This design comes from an exercise in tuning for small area and a short achievable clock period on the open sky130 flow, not from production work.
RTL that was checked went through simulation tests only; none was proved equivalent to the original.
Power figures rest on the tool's default switching activity, not on a simulated workload.

// chunk_fifo
module chunk_fifo #(
   parameter int DEPTH = 8,
   parameter int DW    = 256
) (
   input  logic          clk,
   input  logic          reset,
   input  logic          bus_val,
   input  logic          bus_sop,
   input  logic          bus_eop,
   input  logic [5:0]    bus_vbc,
   input  logic [DW-1:0] bus_data,
   output logic          bus_ready,
   output logic          bus_o_val,
   output logic          bus_o_sop,
   output logic          bus_o_eop,
   output logic [5:0]    bus_o_vbc,
   output logic [DW-1:0] bus_o_data,
   input  logic          bus_o_ready,
   output logic          idle,
   output logic          err,
   output logic [15:0]   pkt_cnt
);
Settings: LEC_CHECK=0, CAP_MARGIN=20, CORE_MARGIN=2, CORE_UTILIZATION=60, SETUP_SLACK_MARGIN=2.2, SLEW_MARGIN=20, SYNTH_HIERARCHICAL=1, SYNTH_MINIMUM_KEEP_SIZE=0; clock period 4.2 ns.
standard.sh (not shown) runs the stock make flow with config.mk's settings and CLKGATE_MAP_FILE= SYNTH_SCRIPT=/design/flow/synth_recipe.tcl, a recipe that flattens the netlist after the stock synthesis.
==> flow/flow/run.sh <==
#!/bin/bash
# Standard ORFS layout (the standard.sh, unchanged synthesis), except that the port
# buffers are sky130_fd_sc_hd__buf_2 instead of the delay-cell buffer buffer_ports picks
# by default. Every make/OpenROAD/Yosys log stays under orfs/logs; make's own output goes
# to flow_make.log in this folder.
set -euo pipefail
bash standard.sh "BUFFER_PORTS_ARGS=-buffer_cell sky130_fd_sc_hd__buf_2" finish > flow_make.log 2>&1
The first run finished with timing, DRC and antenna clean.
Change:
==> flow/flow/run.sh (replaced) <==
#!/bin/bash
# Standard ORFS layout (the standard.sh, unchanged synthesis), except that the port
# buffers are sky130_fd_sc_hd__buf_1 instead of the delay-cell buffer buffer_ports picks
# by default. Every make/OpenROAD/Yosys log stays under orfs/logs; make's own output goes
# to flow_make.log in this folder.
set -euo pipefail
bash standard.sh "BUFFER_PORTS_ARGS=-buffer_cell sky130_fd_sc_hd__buf_1" finish > flow_make.log 2>&1
- CORE_UTILIZATION: 60 -> 65
- CTS_CLUSTER_DIAMETER: default -> 150
- CTS_CLUSTER_SIZE: default -> 30
- SETUP_SLACK_MARGIN: 2.2 -> 2.0
- TNS_END_PERCENT: default -> 10
After rerunning: Fmax decreases by a few percent; cell area decreases by a little under a tenth; combinational power went down by about a fifth; count of clock-buffer cells in the layout shrinks by 179; critical path depth is unchanged; routed wire length falls by a few percent; clock power goes down by well over a third; total power goes down by about a fifth.
Change:
- PLACE_DENSITY: default -> 0.72
- TNS_END_PERCENT: 10 -> default
Power barely changes; clock skew goes up by 5.5 ps; worst hold slack hardly moves; die area stays the same; setup slack improves by 110 ps.
Change:
==> flow/flow/run.sh (replaced) <==
#!/bin/bash
# Standard ORFS layout (the standard.sh, unchanged synthesis), except that the port
# buffers are sky130_fd_sc_hd__buf_2 instead of the delay-cell buffer buffer_ports picks
# by default. Every make/OpenROAD/Yosys log stays under orfs/logs; make's own output goes
# to flow_make.log in this folder.
set -euo pipefail
bash standard.sh "BUFFER_PORTS_ARGS=-buffer_cell sky130_fd_sc_hd__buf_2" finish > flow_make.log 2>&1
- CORE_UTILIZATION: 65 -> 60
- PLACE_DENSITY: 0.72 -> default
After rerunning:
- The changed run produced a clean layout
- final cell count goes up slightly
- worst setup slack loses 3.1 ps
- total power hardly moves
- maximum frequency stays flat

========
Another version of the RTL of chunk_fifo (not shown whole).
For scale: ~2200 flip-flops, about 550 I/O pins, roughly 0.075 sq mm of cells after synthesis.
Settings: LEC_CHECK=0, CAP_MARGIN=20, CORE_MARGIN=2, CORE_UTILIZATION=60, SETUP_SLACK_MARGIN=2.0, SLEW_MARGIN=20; clock period 4.2 ns.
run.sh (not shown) runs the stock make flow with config.mk's settings and CLKGATE_MAP_FILE= SYNTH_SCRIPT=/design/flow/synth_recipe.tcl, a recipe that flattens the netlist after the stock synthesis.
Stock flow here: none of the scripts above is used.
The starting point completed without violations.
Rerun with:
==> flow/flow/run.sh (new file) <==
#!/bin/bash
# Standard ORFS layout (the standard.sh, unchanged synthesis), except that the port
# buffers are sky130_fd_sc_hd__buf_2 instead of the delay-cell buffer buffer_ports picks
# by default. Every make/OpenROAD/Yosys log stays under orfs/logs; make's own output goes
# to flow_make.log in this folder.
set -euo pipefail
bash standard.sh "BUFFER_PORTS_ARGS=-buffer_cell sky130_fd_sc_hd__buf_2" finish > flow_make.log 2>&1
==> flow/standard.sh (new file) <==
#!/bin/bash
# synth_recipe.tcl (not shown) runs the flow's synth.tcl, then flattens the netlist and writes it again
# the make line also repeats each setting of config.mk as NAME=value (left out here)
make -C /OpenROAD-flow-scripts/flow DESIGN_CONFIG=/design/flow/config.mk WORK_HOME=/design/flow/orfs CLKGATE_MAP_FILE= SYNTH_SCRIPT=/design/flow/synth_recipe.tcl "${@:-finish}"
removed: flow/run.sh
Effect:
- routed wire length fell by 2.6%
- core utilization goes down by 2.1 points
- worst setup slack is worse by 0.030 ns
- sequential cell count is unchanged
No run of this note included a check of the RTL's function; only the layout flow was run.

========
RTL: one of the versions met above, not the one the previous note started from.
Size in the first run: ~3600 cells after synthesis, roughly 550 I/O pins.
==> flow/config.mk <==
export PLATFORM = sky130hd
export DESIGN_NAME = chunk_fifo
export DESIGN_NICKNAME = chunk_fifo
export VERILOG_FILES = /design/flow/design.v
export SDC_FILE = /design/flow/constraint.sdc
export NUM_CORES = 4
export LEC_CHECK = 0
export CAP_MARGIN = 5
export CORE_MARGIN = 2
export CORE_UTILIZATION = 65
export CTS_CLUSTER_DIAMETER = 150
export CTS_CLUSTER_SIZE = 30
export SETUP_SLACK_MARGIN = 2.0
export SLEW_MARGIN = 5
export SYNTH_HIERARCHICAL = 1
export SYNTH_MINIMUM_KEEP_SIZE = 0
==> flow/constraint.sdc <==
create_clock -name core_clock -period 4.2 [get_ports {clk}]
set_input_delay 0.8400 -clock core_clock [delete_from_list [all_inputs] [get_ports {clk}]]
set_output_delay 0.8400 -clock core_clock [all_outputs]
set_load 0.01 [all_outputs]
standard.sh (not shown) runs the stock make flow with config.mk's settings and CLKGATE_MAP_FILE= SYNTH_SCRIPT=/design/flow/synth_recipe.tcl, a recipe that flattens the netlist after the stock synthesis.
==> flow/flow/run.sh <==
#!/bin/bash
# Standard ORFS layout (the standard.sh, unchanged synthesis), except that the port
# buffers are sky130_fd_sc_hd__buf_1 instead of the delay-cell buffer buffer_ports picks
# by default. Every make/OpenROAD/Yosys log stays under orfs/logs; make's own output goes
# to flow_make.log in this folder.
set -euo pipefail
bash standard.sh "BUFFER_PORTS_ARGS=-buffer_cell sky130_fd_sc_hd__buf_1" finish > flow_make.log 2>&1
Then changed:
CAP_MARGIN = 20   (was 5)
SLEW_MARGIN = 20   (was 5)
=> Fmax stays the same; sequential power stays flat; design area does not change; cell count does not change.

========
Setup of oak:
chunk_fifo again, from the RTL that the note above started with.
Design chunk_fifo, start of the top module:
module chunk_fifo #(
   parameter int DEPTH = 8,
   parameter int DW    = 256
) (
   input  logic          clk,
   input  logic          reset,
   input  logic          bus_val,
   input  logic          bus_sop,
   input  logic          bus_eop,
   input  logic [5:0]    bus_vbc,
   input  logic [DW-1:0] bus_data,
   output logic          bus_ready,
   output logic          bus_o_val,
   output logic          bus_o_sop,
   output logic          bus_o_eop,
   output logic [5:0]    bus_o_vbc,
   output logic [DW-1:0] bus_o_data,
   input  logic          bus_o_ready,
   output logic          idle,
   output logic          err,
   output logic [15:0]   pkt_cnt
);
export LEC_CHECK = 0
export CAP_MARGIN = 20
export CORE_MARGIN = 2
export CORE_UTILIZATION = 65
export CTS_CLUSTER_DIAMETER = 150
export CTS_CLUSTER_SIZE = 30
export SETUP_SLACK_MARGIN = 1.95
export SLEW_MARGIN = 20
export SYNTH_HIERARCHICAL = 1
export SYNTH_MINIMUM_KEEP_SIZE = 0
create_clock -name core_clock -period 4.2 [get_ports {clk}]
Scripts as last shown in full above: flow/flow/run.sh
The following lists how pine was set up differently from oak:
# oak
export LEC_CHECK = 0
export CAP_MARGIN = 20
export CORE_MARGIN = 2
export CORE_UTILIZATION = 65
export CTS_CLUSTER_DIAMETER = 150
export CTS_CLUSTER_SIZE = 30
export SETUP_SLACK_MARGIN = 1.95
export SLEW_MARGIN = 20
export SYNTH_HIERARCHICAL = 1
export SYNTH_MINIMUM_KEEP_SIZE = 0
create_clock -name core_clock -period 4.2 [get_ports {clk}]
# pine
export LEC_CHECK = 0
export CAP_MARGIN = 20
export CORE_MARGIN = 2
export CORE_UTILIZATION = 65
export CTS_CLUSTER_DIAMETER = 150
export CTS_CLUSTER_SIZE = 30
export SETUP_SLACK_MARGIN = 2.05
export SLEW_MARGIN = 20
export SYNTH_HIERARCHICAL = 1
export SYNTH_MINIMUM_KEEP_SIZE = 0
create_clock -name core_clock -period 4.2 [get_ports {clk}]
--- outcome ---
- Combinational share of power: pine vs oak, no meaningful difference
- Cell count: pine higher than oak
- Higher register fraction of the total cell area among oak and pine: oak
- Cmp oak and pine / critical path depth / higher: pine
- Between oak and pine, the via count is lower for oak.
- Re cell count after synthesis: no difference whatsoever between pine and oak.
- Looking at oak and pine, the share of power burned in the clock network is a wash.
- [diff] routed wire length, pine relative to oak: regression
- Compared with oak, pine shows utilization higher by 0.69 points.
- Setup slack in pine is larger than in oak.

========
chunk_fifo, a different RTL version from the one above (not shown whole).
Size in the first run: ~3,900 cells after synthesis, about 550 I/O pins.
export LEC_CHECK = 0
export CAP_MARGIN = 20
export CORE_MARGIN = 2
export CORE_UTILIZATION = 60
export CTS_CLUSTER_DIAMETER = 150
export CTS_CLUSTER_SIZE = 30
export SETUP_SLACK_MARGIN = 2.0
export SLEW_MARGIN = 20
export SYNTH_HIERARCHICAL = 1
export SYNTH_MINIMUM_KEEP_SIZE = 0
create_clock -name core_clock -period 4.2 [get_ports {clk}]
==> flow/flow/run.sh <==
#!/bin/bash
# Standard ORFS layout (the standard.sh, unchanged synthesis), except that the port
# buffers are sky130_fd_sc_hd__buf_2 instead of the delay-cell buffer buffer_ports picks
# by default. Every make/OpenROAD/Yosys log stays under orfs/logs; make's own output goes
# to flow_make.log in this folder.
set -euo pipefail
bash standard.sh "BUFFER_PORTS_ARGS=-buffer_cell sky130_fd_sc_hd__buf_2" finish > flow_make.log 2>&1
The first run passed the timing, design-rule and antenna checks.
Change:
==> flow/flow/run.sh (replaced) <==
#!/bin/bash
# Standard ORFS layout (the standard.sh, unchanged synthesis), except that the port
# buffers are sky130_fd_sc_hd__buf_1 instead of the delay-cell buffer buffer_ports picks
# by default. Every make/OpenROAD/Yosys log stays under orfs/logs; make's own output goes
# to flow_make.log in this folder.
set -euo pipefail
bash standard.sh "BUFFER_PORTS_ARGS=-buffer_cell sky130_fd_sc_hd__buf_1" finish > flow_make.log 2>&1
- CORE_UTILIZATION: 60 -> 65
- SETUP_SLACK_MARGIN: 2.0 -> 2.1
Power goes down by 0.69%.
Utilization goes up by 5.8 points.
Die area goes down by 7.6%.
First-iteration DRC count goes down by 5.9%.
Function was not checked in any run of this note: the RTL went through the layout flow alone.

[separate check: timing with driven ports]
In the flow no input, the clock included, has a driving cell. The finished layouts below were timed again as built, in two steps.
Step 1 sets driving cells, clkbuf_16 on the clock port and buf_2 on the other inputs (assumed; they add their load-dependent delay and slew).
Step 2, shift: input delay + t, output delay - t, t = (earliest + latest rising clock arrival at the registers) / 2. This alone moves slack from input paths to output paths.
a / b / c = ideal ports / drivers / drivers and shift; a / b = the first two.
| run | t, ns | slack for setup (ns) | worst setup path at the end |
|---|---|---|---|
| the first run of note 1 | 0.893 | 2.008 / 1.925 / 1.323 | input to register |
| the second run of note 1 | 0.780 | 1.914 / 1.838 / 1.258 | input to register |
| the third run of note 1 | 0.784 | 2.028 / 1.953 / 1.258 | input to register |
| the fourth run of note 1 | 0.782 | 2.025 / 1.943 / 1.315 | input to register |
| the first run of note 2 | 0.895 | 2.012 / 1.941 / 1.144 | input to register |
| the second run of note 2 | 0.883 | 1.982 / 1.945 / 1.102 | input to register |
| the first run of note 3 | 0.781 | 2.031 / 1.955 / 1.317 | input to register |
| the second run of note 3 | 0.781 | 2.031 / 1.955 / 1.317 | input to register |
| oak | 0.784 | 1.993 / 1.918 / 1.273 | input to register |
| pine | 0.784 | 2.008 / 1.990 / 1.246 | input to register |
| the first run of note 5 | 0.788 | 2.016 / 1.937 / 1.265 | input to register |
| the second run of note 5 | 0.782 | 2.007 / 1.930 / 1.345 | input to register |
After both steps setup and hold are still met in every run listed. The setup slack of the second run of note 2, which loses most, moves by -0.037 ns with the drivers and by -0.880 ns with both steps.
